From an optimization exercise on the open Yosys and OpenROAD flow, aimed at a short achievable clock period and few clock cycles; shortcuts taken in it are not production practice. Where RTL was checked, it was by simulation tests only, not by an equivalence proof against the original. Power figures rest on the tool's default switching activity, not on a simulated workload.

==> lagoon <==
==> flow/design.v <==
package isa_pkg;
    localparam logic [4:0] OPC_NOP   = 5'b00000;
    localparam logic [4:0] OPC_HALT  = 5'b00001;
    localparam logic [4:0] OPC_LOAD  = 5'b00010;
    localparam logic [4:0] OPC_STORE = 5'b00011;
    localparam logic [4:0] OPC_SLL   = 5'b00100;
    localparam logic [4:0] OPC_SRL   = 5'b00101;
    localparam logic [4:0] OPC_ADD   = 5'b01000;
    localparam logic [4:0] OPC_ADDI  = 5'b01001;
    localparam logic [4:0] OPC_SUB   = 5'b01010;
    localparam logic [4:0] OPC_SUBI  = 5'b01011;
    localparam logic [4:0] OPC_CMP   = 5'b01100;
    localparam logic [4:0] OPC_AND   = 5'b01101;
    localparam logic [4:0] OPC_OR    = 5'b01110;
    localparam logic [4:0] OPC_XOR   = 5'b01111;
    localparam logic [4:0] OPC_LDIH  = 5'b10000;
    localparam logic [4:0] OPC_JUMP  = 5'b11000;
    localparam logic [4:0] OPC_BZ    = 5'b11010;
    localparam logic [4:0] OPC_BNZ   = 5'b11011;
    localparam logic [4:0] OPC_BN    = 5'b11100;
    localparam logic [4:0] OPC_BNN   = 5'b11101;
    localparam logic [15:0] NOP_WORD = 16'h0000;
endpackage
package pipe_pkg;
    localparam int DATA_W    = 16;
    localparam int REG_COUNT = 8;
    localparam int REG_IDX_W = 3;
    localparam logic [REG_IDX_W-1:0] ZERO_REG = '0;
endpackage
import isa_pkg::*;
import pipe_pkg::*;
module pcpu_top (
    input  logic              clock,
    input  logic              reset,
    input  logic              i_enable,
    input  logic              i_start,
    input  logic [pipe_pkg::DATA_W-1:0] i_i_data,
    input  logic [pipe_pkg::DATA_W-1:0] i_d_rdata,
    output logic [7:0]        o_i_addr,
    output logic [7:0]        o_d_addr,
    output logic [pipe_pkg::DATA_W-1:0] o_d_wdata,
    output logic              o_d_we,
    output logic              o_running
);
    logic       running;     
    logic       started;     
    logic       halt_seen;   
    logic       fetch;       
    logic [7:0] pc;          
    logic [7:1]  e_we;       
    logic        e_wr;       
    logic [2:0]  e_dest;
    logic        e_ld;
    logic        e_st;
    logic        e_setf;
    logic        e_add, e_sub, e_and, e_or, e_xor, e_sll, e_srl;
    logic        e_jmp, e_bz, e_bnz, e_bn, e_bnn;
    logic [15:0] e_a;
    logic [15:0] e_b;
    logic [15:0] e_s;        
    logic        zf;
    logic        nf;
    logic [15:0] regs [1:7];
    logic [15:0] alu;
    logic [15:0] e_result;
    logic        taken;
    logic [7:0]  target;
    always_comb begin
        alu = ({16{e_add}} & (e_a + e_b))
            | ({16{e_sub}} & (e_a - e_b))
            | ({16{e_and}} & (e_a & e_b))
            | ({16{e_or}}  & (e_a | e_b))
            | ({16{e_xor}} & (e_a ^ e_b))
            | ({16{e_sll}} & (e_a << e_b[3:0]))
            | ({16{e_srl}} & (e_a >> e_b[3:0]));
    end
    assign e_result = e_ld ? i_d_rdata : alu;
    assign taken  = e_jmp | (e_bz & zf) | (e_bnz & ~zf) | (e_bn & nf) | (e_bnn & ~nf);
    assign target = e_a[7:0] + e_b[7:0];   
    assign o_i_addr  = taken ? target : pc;
    assign o_d_addr  = e_a[7:0] + e_b[7:0];
    assign o_d_wdata = e_s;
    assign o_d_we    = e_st;
    assign o_running = running;
    logic [15:0] w;
    logic [4:0]  op;
    logic [2:0]  f1, f2, f3;
    logic        d_ld, d_st, d_sll, d_srl, d_add, d_addi, d_sub, d_subi, d_cmp;
    logic        d_and, d_or, d_xor, d_ldih, d_jmp, d_bz, d_bnz, d_bn, d_bnn, d_halt;
    logic        d_wr, d_setf, sel_a1, sel_a2, sel_b3;
    logic [15:0] imm_b;
    logic [15:0] ra1, ra2, ra3;
    logic        fw1, fw2, fw3;
    logic        fwd_a, fwd_b, fwd_s;
    logic [15:0] a_next, b_next, s_next;
    assign w  = i_i_data;
    assign op = w[15:11];
    assign f1 = w[10:8];
    assign f2 = w[6:4];
    assign f3 = w[2:0];
    assign d_ld   = (op == OPC_LOAD);
    assign d_st   = (op == OPC_STORE);
    assign d_sll  = (op == OPC_SLL);
    assign d_srl  = (op == OPC_SRL);
    assign d_add  = (op == OPC_ADD);
    assign d_addi = (op == OPC_ADDI);
    assign d_sub  = (op == OPC_SUB);
    assign d_subi = (op == OPC_SUBI);
    assign d_cmp  = (op == OPC_CMP);
    assign d_and  = (op == OPC_AND);
    assign d_or   = (op == OPC_OR);
    assign d_xor  = (op == OPC_XOR);
    assign d_ldih = (op == OPC_LDIH);
    assign d_jmp  = (op == OPC_JUMP);
    assign d_bz   = (op == OPC_BZ);
    assign d_bnz  = (op == OPC_BNZ);
    assign d_bn   = (op == OPC_BN);
    assign d_bnn  = (op == OPC_BNN);
    assign d_halt = (op == OPC_HALT);
    assign d_setf = d_sll | d_srl | d_add | d_addi | d_sub | d_subi | d_cmp | d_and | d_or | d_xor;
    assign d_wr   = (d_ld | d_sll | d_srl | d_add | d_addi | d_sub | d_subi | d_and | d_or |
                     d_xor | d_ldih) && (f1 != 3'd0);
    assign sel_a1 = d_addi | d_subi | d_bz | d_bnz | d_bn | d_bnn;
    assign sel_a2 = d_ld | d_st | d_sll | d_srl | d_add | d_sub | d_cmp | d_and | d_or | d_xor;
    assign sel_b3 = d_add | d_sub | d_cmp | d_and | d_or | d_xor;
    always_comb begin
        if (d_ldih)
            imm_b = {w[7:0], 8'h00};
        else if (d_ld | d_st | d_sll | d_srl)
            imm_b = {12'h000, w[3:0]};
        else
            imm_b = {8'h00, w[7:0]};
    end
    assign ra1 = (f1 == 3'd0) ? 16'h0000 : regs[f1];
    assign ra2 = (f2 == 3'd0) ? 16'h0000 : regs[f2];
    assign ra3 = (f3 == 3'd0) ? 16'h0000 : regs[f3];
    assign fw1 = e_wr && (e_dest == f1);
    assign fw2 = e_wr && (e_dest == f2);
    assign fw3 = e_wr && (e_dest == f3);
    assign fwd_a = (sel_a1 & fw1) | (sel_a2 & fw2);
    assign fwd_b = sel_b3 & fw3;
    assign fwd_s = fw1;
    always_comb begin
        if (fwd_a)
            a_next = e_result;
        else
            a_next = ({16{sel_a1}} & ra1) | ({16{sel_a2}} & ra2);
        if (fwd_b)
            b_next = e_result;
        else
            b_next = sel_b3 ? ra3 : imm_b;
        s_next = fwd_s ? e_result : ra1;
    end
    logic take_start;
    logic issue;   
    assign take_start = i_start && !started;
    assign fetch      = (running && !halt_seen) || take_start;
    assign issue      = fetch && !d_halt;
    always_ff @(posedge clock or negedge reset) begin
        if (!reset) begin
            running   <= 1'b0;
            started   <= 1'b0;
            halt_seen <= 1'b0;
            pc        <= '0;
            e_we      <= '0;
            e_wr      <= 1'b0;
            e_ld      <= 1'b0;
            e_st      <= 1'b0;
            e_setf    <= 1'b0;
            e_jmp     <= 1'b0;
            e_bz      <= 1'b0;
            e_bnz     <= 1'b0;
            e_bn      <= 1'b0;
            e_bnn     <= 1'b0;
        end else if (i_enable) begin
            if (take_start) begin
                started   <= 1'b1;
                running   <= 1'b1;
                halt_seen <= d_halt;
            end else if (running && (halt_seen || d_halt)) begin
                running <= 1'b0;
            end
            if (fetch)
                pc <= o_i_addr + 8'd1;
            for (int k = 1; k < 8; k++)
                e_we[k] <= issue && d_wr && (f1 == 3'(k));
            e_wr   <= issue && d_wr;
            e_ld   <= issue && d_ld;
            e_st   <= issue && d_st;
            e_setf <= issue && d_setf;
            e_jmp  <= issue && d_jmp;
            e_bz   <= issue && d_bz;
            e_bnz  <= issue && d_bnz;
            e_bn   <= issue && d_bn;
            e_bnn  <= issue && d_bnn;
        end
    end
    always_ff @(posedge clock) begin
        if (i_enable) begin
            e_dest <= f1;
            e_add  <= d_ld | d_st | d_add | d_addi | d_ldih | d_jmp | d_bz | d_bnz | d_bn | d_bnn;
            e_sub  <= d_sub | d_subi | d_cmp;
            e_and  <= d_and;
            e_or   <= d_or;
            e_xor  <= d_xor;
            e_sll  <= d_sll;
            e_srl  <= d_srl;
            e_a    <= a_next;
            e_b    <= b_next;
            e_s    <= s_next;
            if (e_setf) begin
                zf <= (alu == 16'h0000);
                nf <= alu[15];
            end
            for (int k = 1; k < 8; k++)
                if (e_we[k])
                    regs[k] <= e_result;
        end
    end
endmodule
==> flow/run.sh <==
#!/bin/bash
# synth_recipe.tcl (not shown) runs the flow's synth.tcl, then flattens the netlist and writes it again
# the make line also repeats each setting of config.mk as NAME=value (left out here)
make -C /OpenROAD-flow-scripts/flow DESIGN_CONFIG=/design/flow/config.mk WORK_HOME=/design/flow/orfs CLKGATE_MAP_FILE= SYNTH_SCRIPT=/design/flow/synth_recipe.tcl finish
==> flow/config.mk <==
export PLATFORM = sky130hd
export DESIGN_NAME = pcpu_top
export DESIGN_NICKNAME = pcpu_top
export VERILOG_FILES = /design/flow/design.v
export SDC_FILE = /design/flow/constraint.sdc
export NUM_CORES = 4
export LEC_CHECK = 0
export ABC_CLOCK_PERIOD_IN_PS = 1500
export CAP_MARGIN = 20
export CORE_MARGIN = 2
export CORE_UTILIZATION = 40
export SETUP_SLACK_MARGIN = 2.7
export SLEW_MARGIN = 20
==> flow/constraint.sdc <==
create_clock -name core_clock -period 4.5 [get_ports {clock}]
set_input_delay 0.9000 -clock core_clock [delete_from_list [all_inputs] [get_ports {clock}]]
set_output_delay 0.9000 -clock core_clock [all_outputs]
set_load 0.01 [all_outputs]
==> inputs of quartz, as changes to lagoon <==
==> flow/design.v, changed modules only <==
module pcpu_top (
    input  logic              clock,
    input  logic              reset,
    input  logic              i_enable,
    input  logic              i_start,
    input  logic [pipe_pkg::DATA_W-1:0] i_i_data,
    input  logic [pipe_pkg::DATA_W-1:0] i_d_rdata,
    output logic [7:0]        o_i_addr,
    output logic [7:0]        o_d_addr,
    output logic [pipe_pkg::DATA_W-1:0] o_d_wdata,
    output logic              o_d_we,
    output logic              o_running
);
    logic       running;     
    logic       started;     
    logic       halt_seen;   
    logic [7:0] fa;          
    logic [7:1]  e_we;       
    logic        e_wr;       
    logic [2:0]  e_dest;
    logic        e_st;
    logic        e_setf;
    logic        e_bz, e_bnz, e_bn, e_bnn;   
    logic        e_take;
    logic [7:0]  e_target;
    logic        e_ld, e_add, e_sub, e_and, e_or, e_xor, e_sll, e_srl;   
    logic [15:0] e_a;
    logic [15:0] e_b;
    logic [3:0]  e_off;      
    logic [15:0] e_s;        
    logic        zf;
    logic        nf;
    logic [15:0] regs [1:7];
    logic [15:0] sum, dif, r_and, r_or, r_xor, r_sll, r_srl;
    logic [15:0] e_result;
    logic        z_add, z_sub, z_and, z_or, z_xor, z_sll, z_srl;
    logic        zc, nc, zn, nn;
    assign sum   = e_a + e_b;
    assign dif   = e_a - e_b;
    assign r_and = e_a & e_b;
    assign r_or  = e_a | e_b;
    assign r_xor = e_a ^ e_b;
    assign r_sll = e_a << e_off;
    assign r_srl = e_a >> e_off;
    assign e_result = ({16{e_add}} & sum) | ({16{e_sub}} & dif) | ({16{e_and}} & r_and)
                    | ({16{e_or}} & r_or) | ({16{e_xor}} & r_xor) | ({16{e_sll}} & r_sll)
                    | ({16{e_srl}} & r_srl) | ({16{e_ld}} & i_d_rdata);
    assign z_add = ((e_a[0] ^ e_b[0]) == 1'b0) &&
                   ((e_a[15:1] ^ e_b[15:1]) == (e_a[14:0] | e_b[14:0]));
    assign z_sub = (e_a == e_b);
    assign z_and = (r_and == 16'h0000);
    assign z_or  = (r_or == 16'h0000);
    assign z_xor = z_sub;
    assign z_sll = (r_sll == 16'h0000);
    assign z_srl = (r_srl == 16'h0000);
    assign zc = (e_add & z_add) | (e_sub & z_sub) | (e_and & z_and) | (e_or & z_or)
              | (e_xor & z_xor) | (e_sll & z_sll) | (e_srl & z_srl);
    assign nc = (e_add & sum[15]) | (e_sub & dif[15]) | (e_and & r_and[15]) | (e_or & r_or[15])
              | (e_xor & r_xor[15]) | (e_sll & r_sll[15]) | (e_srl & r_srl[15]);
    assign e_take   = (e_bz & zf) | (e_bnz & ~zf) | (e_bn & nf) | (e_bnn & ~nf);
    assign e_target = e_a[7:0] + e_b[7:0];
    assign zn = e_setf ? zc : zf;
    assign nn = e_setf ? nc : nf;
    assign o_i_addr  = fa;
    assign o_d_addr  = e_a[7:0] + {4'h0, e_off};
    assign o_d_wdata = e_s;
    assign o_d_we    = e_st;
    assign o_running = running;
    logic [15:0] w;
    logic [4:0]  op;
    logic [2:0]  f1, f2, f3;
    logic        d_ld, d_st, d_sll, d_srl, d_add, d_addi, d_sub, d_subi, d_cmp;
    logic        d_and, d_or, d_xor, d_ldih, d_jmp, d_bz, d_bnz, d_bn, d_bnn, d_halt;
    logic        d_wr, d_setf, d_cond, sel_a1, sel_a2, sel_b3;
    logic [15:0] imm_b;
    logic [15:0] ra1, ra2, ra3;
    logic        fw1, fw2, fw3;
    logic        fwd_a, fwd_b, fwd_s;
    logic [15:0] a_next, b_next, s_next;
    logic        d_bb, take;
    assign w  = i_i_data;
    assign op = w[15:11];
    assign f1 = w[10:8];
    assign f2 = w[6:4];
    assign f3 = w[2:0];
    assign d_ld   = (op == OPC_LOAD);
    assign d_st   = (op == OPC_STORE);
    assign d_sll  = (op == OPC_SLL);
    assign d_srl  = (op == OPC_SRL);
    assign d_add  = (op == OPC_ADD);
    assign d_addi = (op == OPC_ADDI);
    assign d_sub  = (op == OPC_SUB);
    assign d_subi = (op == OPC_SUBI);
    assign d_cmp  = (op == OPC_CMP);
    assign d_and  = (op == OPC_AND);
    assign d_or   = (op == OPC_OR);
    assign d_xor  = (op == OPC_XOR);
    assign d_ldih = (op == OPC_LDIH);
    assign d_jmp  = (op == OPC_JUMP);
    assign d_bz   = (op == OPC_BZ);
    assign d_bnz  = (op == OPC_BNZ);
    assign d_bn   = (op == OPC_BN);
    assign d_bnn  = (op == OPC_BNN);
    assign d_halt = (op == OPC_HALT);
    assign d_setf = d_sll | d_srl | d_add | d_addi | d_sub | d_subi | d_cmp | d_and | d_or | d_xor;
    assign d_wr   = (d_ld | d_sll | d_srl | d_add | d_addi | d_sub | d_subi | d_and | d_or |
                     d_xor | d_ldih) && (f1 != 3'd0);
    assign sel_a1 = d_addi | d_subi | d_bb;
    assign sel_a2 = d_ld | d_st | d_sll | d_srl | d_add | d_sub | d_cmp | d_and | d_or | d_xor;
    assign sel_b3 = d_add | d_sub | d_cmp | d_and | d_or | d_xor;
    always_comb begin
        if (d_ldih)
            imm_b = {w[7:0], 8'h00};
        else if (d_ld | d_st | d_sll | d_srl)
            imm_b = {12'h000, w[3:0]};
        else
            imm_b = {8'h00, w[7:0]};
    end
    assign ra1 = (f1 == 3'd0) ? 16'h0000 : regs[f1];
    assign ra2 = (f2 == 3'd0) ? 16'h0000 : regs[f2];
    assign ra3 = (f3 == 3'd0) ? 16'h0000 : regs[f3];
    assign fw1 = e_wr && (e_dest == f1);
    assign fw2 = e_wr && (e_dest == f2);
    assign fw3 = e_wr && (e_dest == f3);
    assign fwd_a = (sel_a1 & fw1) | (sel_a2 & fw2);
    assign fwd_b = sel_b3 & fw3;
    assign fwd_s = fw1;
    always_comb begin
        if (fwd_a)
            a_next = e_result;
        else
            a_next = ({16{sel_a1}} & ra1) | ({16{sel_a2}} & ra2);
        if (fwd_b)
            b_next = e_result;
        else
            b_next = sel_b3 ? ra3 : imm_b;
        s_next = fwd_s ? e_result : ra1;
    end
    assign d_cond = d_bz | d_bnz | d_bn | d_bnn;
    assign d_bb   = d_cond && (f1 != 3'd0);
    assign take   = d_jmp | ((f1 == 3'd0) & ((d_bz & zn) | (d_bnz & ~zn) | (d_bn & nn) | (d_bnn & ~nn)));
    logic take_start;
    logic fetch;   
    logic issue_ok;
    logic issue;   
    assign take_start = i_start && !started;
    assign fetch      = (running && !halt_seen) || take_start;
    assign issue_ok   = fetch && !e_take;   
    assign issue      = issue_ok && !d_halt;
    always_ff @(posedge clock or negedge reset) begin
        if (!reset) begin
            running   <= 1'b0;
            started   <= 1'b0;
            halt_seen <= 1'b0;
            fa        <= '0;
            e_we      <= '0;
            e_wr      <= 1'b0;
            e_st      <= 1'b0;
            e_setf    <= 1'b0;
            e_bz      <= 1'b0;
            e_bnz     <= 1'b0;
            e_bn      <= 1'b0;
            e_bnn     <= 1'b0;
        end else if (i_enable) begin
            if (take_start) begin
                started   <= 1'b1;
                running   <= 1'b1;
                halt_seen <= d_halt;
            end else if (running && (halt_seen || (d_halt && issue_ok))) begin
                running <= 1'b0;
            end
            if (e_take)
                fa <= e_target;
            else if (fetch)
                fa <= take ? w[7:0] : fa + 8'd1;
            for (int k = 1; k < 8; k++)
                e_we[k] <= issue && d_wr && (f1 == 3'(k));
            e_wr   <= issue && d_wr;
            e_st   <= issue && d_st;
            e_setf <= issue && d_setf;
            e_bz   <= issue && d_bb && d_bz;
            e_bnz  <= issue && d_bb && d_bnz;
            e_bn   <= issue && d_bb && d_bn;
            e_bnn  <= issue && d_bb && d_bnn;
        end
    end
    always_ff @(posedge clock) begin
        if (i_enable) begin
            e_dest <= f1;
            e_ld   <= d_ld;
            e_add  <= d_st | d_add | d_addi | d_ldih;
            e_sub  <= d_sub | d_subi | d_cmp;
            e_and  <= d_and;
            e_or   <= d_or;
            e_xor  <= d_xor;
            e_sll  <= d_sll;
            e_srl  <= d_srl;
            e_a    <= a_next;
            e_b    <= b_next;
            e_off  <= w[3:0];
            e_s    <= s_next;
            if (e_setf) begin
                zf <= zc;
                nf <= nc;
            end
            for (int k = 1; k < 8; k++)
                if (e_we[k])
                    regs[k] <= e_result;
        end
    end
endmodule
==> comparison <==
Against quartz, the via count of lagoon is smaller by about 10%.
In lagoon the count of clock-buffer cells in the layout is lower than in quartz, by 17.
In lagoon the fmax is lower than in quartz, by 3.6%.
Of quartz and lagoon, quartz has the higher cell count (gap about 12%, measured against lagoon).
Between quartz and lagoon, the lower first-iteration DRC count is in lagoon (gap about 2.7%, measured against lagoon).
==> figures <==
metric                                                                 lagoon             quartz
Result of the run                                    timing/DRC/antenna clean  timing/DRC/antenna clean
Synth Area in Simple Gates                                              0.122              0.142
Post-route fraction of the period consumed by the critical path         0.804              0.776
Number of enable-type register cells in the synthesized netlist           172                177
End of the worst register-to-register path                       zf$_DFFE_PP_  e_s[14]$_DFFE_PP_
Clk pwr                                                               1.54 mW            1.82 mW
Avg Synthesized Cell Area                                            9.73 µm²           9.53 µm²
Crit path setup slack, layout                                          880 ps            1010 ps
Type of destination of the critical path                          output port          flip-flop
Number of gates given a new drive strength after cts                      340                348
Cell Area, Placed                                                   15900 µm²          17400 µm²
Seq_cells                                                                 199                202
Testbench counts of lagoon, summed over its fixed seeds: cycles 13,799.
The RTL of quartz was laid out without a check of its function.

==> what the ideal ports hide <==
The results above use ideal ports. As a check the final layouts listed here were re-extracted and re-timed, cells and wires unchanged. Step 1, drivers: a clkbuf_16 drives clock and a buf_2 each remaining input, both assumed. Step 2 times the ports against the registers' clock, not the clock port: input delays grow and output delays shrink by t, the midpoint of the rising clock arrivals with the driver on. Three values: ideal ports, drivers, drivers and shift; two values: the first two.
run	shift t [ns]	slack for setup (ns)	worst setup path after step 2	clock arrival spread, ns
lagoon	0.497	0.880 / 0.824 / 0.919	register to register	0.017 / 0.018
quartz	0.575	1.009 / 1.009 / 1.009	register to register	0.025 / 0.025
After both steps setup and hold are still met in every run listed.
